What follows belongs to an exercise in optimizing a design on an open flow for small area; a production flow would make more cautious choices.
In this exercise RTL edits were held to simulation tests only and were not proved equivalent to the original.
Power is estimated from default activity; no workload was simulated.

Setup of run 1:
## regfile_param
module regfile_param #(
  parameter int DATA_W   = 64,
  parameter int ADDR_W   = 5,
  parameter int ZERO_REG = 31
) (
  input  logic              clk,
  input  logic              rst_n,
  input  logic              clr,
  input  logic [ADDR_W-1:0] Rn,
  input  logic [ADDR_W-1:0] Rm,
  input  logic [ADDR_W-1:0] Rd,
  input  logic              RegWr,
  input  logic [DATA_W-1:0] data,
  output logic [DATA_W-1:0] out1,
  output logic [DATA_W-1:0] out2,
  output logic              ready
);
For scale: roughly 7400 cells after synthesis, ~210 I/O pins.
Settings: LEC_CHECK=0, CAP_MARGIN=20, CORE_AREA=4.6 5.44 508.76 369.92, CTS_BUF_LIST=sky130_fd_sc_hd__clkbuf_16, CTS_CLUSTER_DIAMETER=100, CTS_CLUSTER_SIZE=25, DIE_AREA=0 0 513.36 375.36, GPL_TIMING_DRIVEN=0, SETUP_SLACK_MARGIN=0.1, SLEW_MARGIN=20, SYNTH_HIERARCHICAL=1; clock period 8.0 ns.
standard.sh (not shown) runs the stock make flow with config.mk's settings and CLKGATE_MAP_FILE= SYNTH_SCRIPT=/design/flow/synth_recipe.tcl, a recipe that flattens the netlist after the stock synthesis.
==> flow/flow/run.sh <==
#!/bin/bash
# Own flow: the standard layout, except that the global placement step (3_3)
# is replaced by a structured placement of the register array (place.tcl).
set -euo pipefail
WORK=$PWD
RES=$WORK/orfs/results/$FLOW_PLATFORM/regfile_param/base
PDIR=$FLOW_HOME/platforms/$FLOW_PLATFORM

bash standard.sh synth floorplan 3_2_place_iop > log_1_synth_to_iop.txt 2>&1

LIB_FILE=$PDIR/lib/sky130_fd_sc_hd__tt_025C_1v80.lib PLATFORM_DIR=$PDIR \
  ODB_IN=$RES/3_2_place_iop.odb SDC_IN=$RES/2_floorplan.sdc ODB_OUT=$RES/3_3_place_gp.odb \
  PORT_BUF=sky130_fd_sc_hd__buf_1 IO_PLACER_H=met3 IO_PLACER_V=met2 TILE_W=32 BAND_H=8 ROW0=4 X0=12 SPINE=48 EARLY_SETUP_MARGIN=1.0 MISC_DENSITY=0.7 \
  openroad -no_init -exit flow/place.tcl > log_2_place.txt 2>&1

bash standard.sh finish > log_3_finish.txt 2>&1
Other scripts of this flow, unchanged in this note and not shown: flow/flow/place.tcl
Relative to run 1, the following input files were edited for run 2:
--- a/flow/config.mk
+++ b/flow/config.mk
@@ -10,4 +10,4 @@
 export CTS_BUF_LIST = sky130_fd_sc_hd__clkbuf_16
-export CTS_CLUSTER_DIAMETER = 100
-export CTS_CLUSTER_SIZE = 25
+export CTS_CLUSTER_DIAMETER = 60
+export CTS_CLUSTER_SIZE = 30
 export DIE_AREA = 0 0 513.36 375.36
--- outcome ---
Taking run 1 as the reference, in run 2 number of fillers in the final layout shows a reduction of 1.1%, fmax shows an increase of about 1.8%.
Run 2 reports its worst setup path endpoint as out1[12] while run 1 reports out2[11].
[run 2] total power rose 2.5 mW relative to run 1
On run 2: buffer and inverter count on the worst path is 1 higher than what run 1 gave.
Number of stages on the worst setup path: run 2 > run 1

The RTL this note starts from:
==> flow/design.v <==
module regfile_param_o22ai (
  input  logic a1, a2, b1, b2,
  output logic y
);
  assign y = ~((a1 | a2) & (b1 | b2));
endmodule
module regfile_param_inv (
  input  logic a,
  output logic y
);
  assign y = ~a;
endmodule
module regfile_param_or4 (
  input  logic a, b, c, d,
  output logic y
);
  assign y = a | b | c | d;
endmodule
module regfile_param_hold #(parameter int W = 64) (
  input  logic [W-1:0] s,
  input  logic         e,
  input  logic         e_n,
  input  logic [W-1:0] wl,
  output logic [W-1:0] d
);
  for (genvar b = 0; b < W; b++) begin : g_b
    regfile_param_o22ai u_g (.a1(s[b]), .a2(e), .b1(wl[b]), .b2(e_n), .y(d[b]));
  end
endmodule
module regfile_param_rd2 #(parameter int W = 64) (
  input  logic [W-1:0] s0,
  input  logic         n0,
  input  logic [W-1:0] s1,
  input  logic         n1,
  output logic [W-1:0] y
);
  for (genvar b = 0; b < W; b++) begin : g_b
    regfile_param_o22ai u_g (.a1(s0[b]), .a2(n0), .b1(s1[b]), .b2(n1), .y(y[b]));
  end
endmodule
module regfile_param_rd8 #(parameter int W = 64) (
  input  logic [W-1:0] y0,
  input  logic [W-1:0] y1,
  input  logic [W-1:0] y2,
  input  logic [W-1:0] y3,
  output logic [W-1:0] z
);
  for (genvar b = 0; b < W; b++) begin : g_b
    regfile_param_or4 u_g (.a(y0[b]), .b(y1[b]), .c(y2[b]), .d(y3[b]), .y(z[b]));
  end
endmodule
module regfile_param_rd32 #(parameter int W = 64) (
  input  logic [W-1:0] z0,
  input  logic [W-1:0] z1,
  input  logic [W-1:0] z2,
  input  logic [W-1:0] z3,
  input  logic         q,
  output logic [W-1:0] o
);
  assign o = ~(z0 | z1 | z2 | z3) ^ {W{q}};
endmodule
module regfile_param #(
  parameter int DATA_W   = 64,
  parameter int ADDR_W   = 5,
  parameter int ZERO_REG = 31
) (
  input  logic              clk,
  input  logic              rst_n,
  input  logic              clr,
  input  logic [ADDR_W-1:0] Rn,
  input  logic [ADDR_W-1:0] Rm,
  input  logic [ADDR_W-1:0] Rd,
  input  logic              RegWr,
  input  logic [DATA_W-1:0] data,
  output logic [DATA_W-1:0] out1,
  output logic [DATA_W-1:0] out2,
  output logic              ready
);
  localparam int              NENT = 2**ADDR_W - 1;    
  localparam logic [ADDR_W-1:0] ZR = ADDR_W'(ZERO_REG);
  logic              run_q;      
  logic [ADDR_W-1:0] cnt_q;      
  logic              ph_q;       
  always_ff @(posedge clk or negedge rst_n) begin
    if (!rst_n) begin
      run_q <= 1'b0;
      cnt_q <= '0;
      ph_q  <= 1'b0;
    end else begin
      ph_q <= ~ph_q;
      if (run_q) begin
        if (clr) run_q <= 1'b0;
      end else begin
        cnt_q <= cnt_q + 1'b1;
        if (cnt_q == '1) run_q <= 1'b1;
      end
    end
  end
  assign ready = run_q;
  logic wr_fire;
  assign wr_fire = run_q && RegWr && !clr && (Rd != ZR);
  logic              wen;
  logic [ADDR_W-1:0] waddr;
  assign wen   = wr_fire | ~run_q;
  assign waddr = run_q ? Rd : cnt_q;
  logic [NENT-1:0] wsel, we, we_n;
  always_comb begin
    for (int i = 0; i < NENT; i++)
      wsel[i] = wen && (waddr == ADDR_W'(i));
  end
  for (genvar i = 0; i < NENT; i++) begin : g_we
    regfile_param_inv u_we_n (.a(wsel[i]), .y(we_n[i]));
    regfile_param_inv u_we   (.a(we_n[i]), .y(we[i]));
  end
  logic              run_n, ph_n, run_b, ph_b;
  logic [DATA_W-1:0] wl, wl_n;
  assign run_n = ~run_q;
  assign ph_n  = ~ph_q;
  regfile_param_inv u_run_b (.a(run_n), .y(run_b));
  regfile_param_inv u_ph_b  (.a(ph_n),  .y(ph_b));
  assign wl_n = ~((data & {DATA_W{run_b}}) ^ {DATA_W{ph_b}});
  for (genvar b = 0; b < DATA_W; b++) begin : g_wl
    regfile_param_inv u_wl (.a(wl_n[b]), .y(wl[b]));
  end
  logic [DATA_W-1:0] mem_q [NENT];
  logic [DATA_W-1:0] mem_d [NENT];
  for (genvar i = 0; i < NENT; i++) begin : g_ent
    regfile_param_hold #(.W(DATA_W)) u_hold (
      .s(mem_q[i]), .e(we[i]), .e_n(we_n[i]), .wl(wl), .d(mem_d[i])
    );
    always_ff @(posedge clk) mem_q[i] <= mem_d[i];
  end
  logic [1:0][ADDR_W-1:0] raddr;
  logic [1:0][DATA_W-1:0] rdata;
  assign raddr = {Rm, Rn};
  for (genvar p = 0; p < 2; p++) begin : g_rd
    logic                    byp;
    logic                    zero;
    logic [NENT:0]           rsel, rsel_n;
    logic                    q, q_n;
    logic [DATA_W-1:0]       y [16];
    logic [DATA_W-1:0]       z [4];
    assign byp  = wr_fire && (raddr[p] == Rd);
    assign zero = !run_q || (raddr[p] == ZR);
    always_comb begin
      for (int k = 0; k < NENT; k++)
        rsel[k] = run_q && !byp && (raddr[p] == ADDR_W'(k));
      rsel[NENT] = byp;
    end
    for (genvar k = 0; k <= NENT; k++) begin : g_sel
      regfile_param_inv u_sel_n (.a(rsel[k]), .y(rsel_n[k]));
    end
    assign q_n = ~(ph_q | zero);
    regfile_param_inv u_q (.a(q_n), .y(q));
    for (genvar j = 0; j < 15; j++) begin : g_l1
      regfile_param_rd2 #(.W(DATA_W)) u_rd2 (
        .s0(mem_q[2*j]), .n0(rsel_n[2*j]), .s1(mem_q[2*j+1]), .n1(rsel_n[2*j+1]), .y(y[j])
      );
    end
    regfile_param_rd2 #(.W(DATA_W)) u_rd2_byp (
      .s0(mem_q[NENT-1]), .n0(rsel_n[NENT-1]), .s1(wl), .n1(rsel_n[NENT]), .y(y[15])
    );
    for (genvar j = 0; j < 4; j++) begin : g_l2
      regfile_param_rd8 #(.W(DATA_W)) u_rd8 (
        .y0(y[4*j]), .y1(y[4*j+1]), .y2(y[4*j+2]), .y3(y[4*j+3]), .z(z[j])
      );
    end
    regfile_param_rd32 #(.W(DATA_W)) u_rd32 (
      .z0(z[0]), .z1(z[1]), .z2(z[2]), .z3(z[3]), .q(q), .o(rdata[p])
    );
  end
  assign out1 = rdata[0];
  assign out2 = rdata[1];
endmodule
Settings: LEC_CHECK=0, CAP_MARGIN=20, CORE_AREA=4.6 5.44 508.76 369.92, CTS_BUF_LIST=sky130_fd_sc_hd__clkbuf_16, CTS_CLUSTER_DIAMETER=80, CTS_CLUSTER_SIZE=20, DIE_AREA=0 0 513.36 375.36, GPL_TIMING_DRIVEN=0, SETUP_SLACK_MARGIN=0.1, SLEW_MARGIN=20, SYNTH_HIERARCHICAL=1; clock period 8.0 ns.
Scripts as last shown in full above: flow/flow/run.sh
Other scripts of this flow, unchanged in this note and not shown: flow/flow/place.tcl
The first run finished with timing, DRC and antenna clean.
Change:
Settings changed: CTS_CLUSTER_SIZE 20 to 25.
Effect: Final cell count stays flat; global-route usage is about the same; clock power falls by 6.5%; total power falls by 1.2%; count of clock-buffer cells in the layout falls by 16.

[what the ideal ports hide]
The results above use ideal ports. As a check the final layouts listed here were re-extracted and re-timed, cells and wires unchanged. Step 1 assumes that a clkbuf_16 drives the clock port and a buf_2 every other input. Step 2 times the ports against the registers' clock, not the clock port: input delays grow and output delays shrink by t, the midpoint of the rising clock arrivals with the driver on. a / b / c = no drivers / after step 1 / after step 2; a / b = the first two.
run | t, ns | setup WS [ns] | worst setup path after step 2 | worst register clock-pin slew, ns
run 1 | 0.805 | 0.465 / 0.409 / 0.504 | input to output | 0.11 / 0.11
run 2 | 0.839 | 0.601 / 0.542 / 0.623 | input to output | 0.09 / 0.09
the first run of note 2 | 0.831 | 0.558 / 0.492 / 0.635 | input to output | 0.09 / 0.09
the second run of note 2 | 0.814 | 0.471 / 0.402 / 0.402 | input to output | 0.10 / 0.10
After both steps setup and hold are still met in every run listed. For the second run of note 2, which loses most, drivers alone change the setup slack by -0.069 ns; drivers and shift together by -0.069 ns.
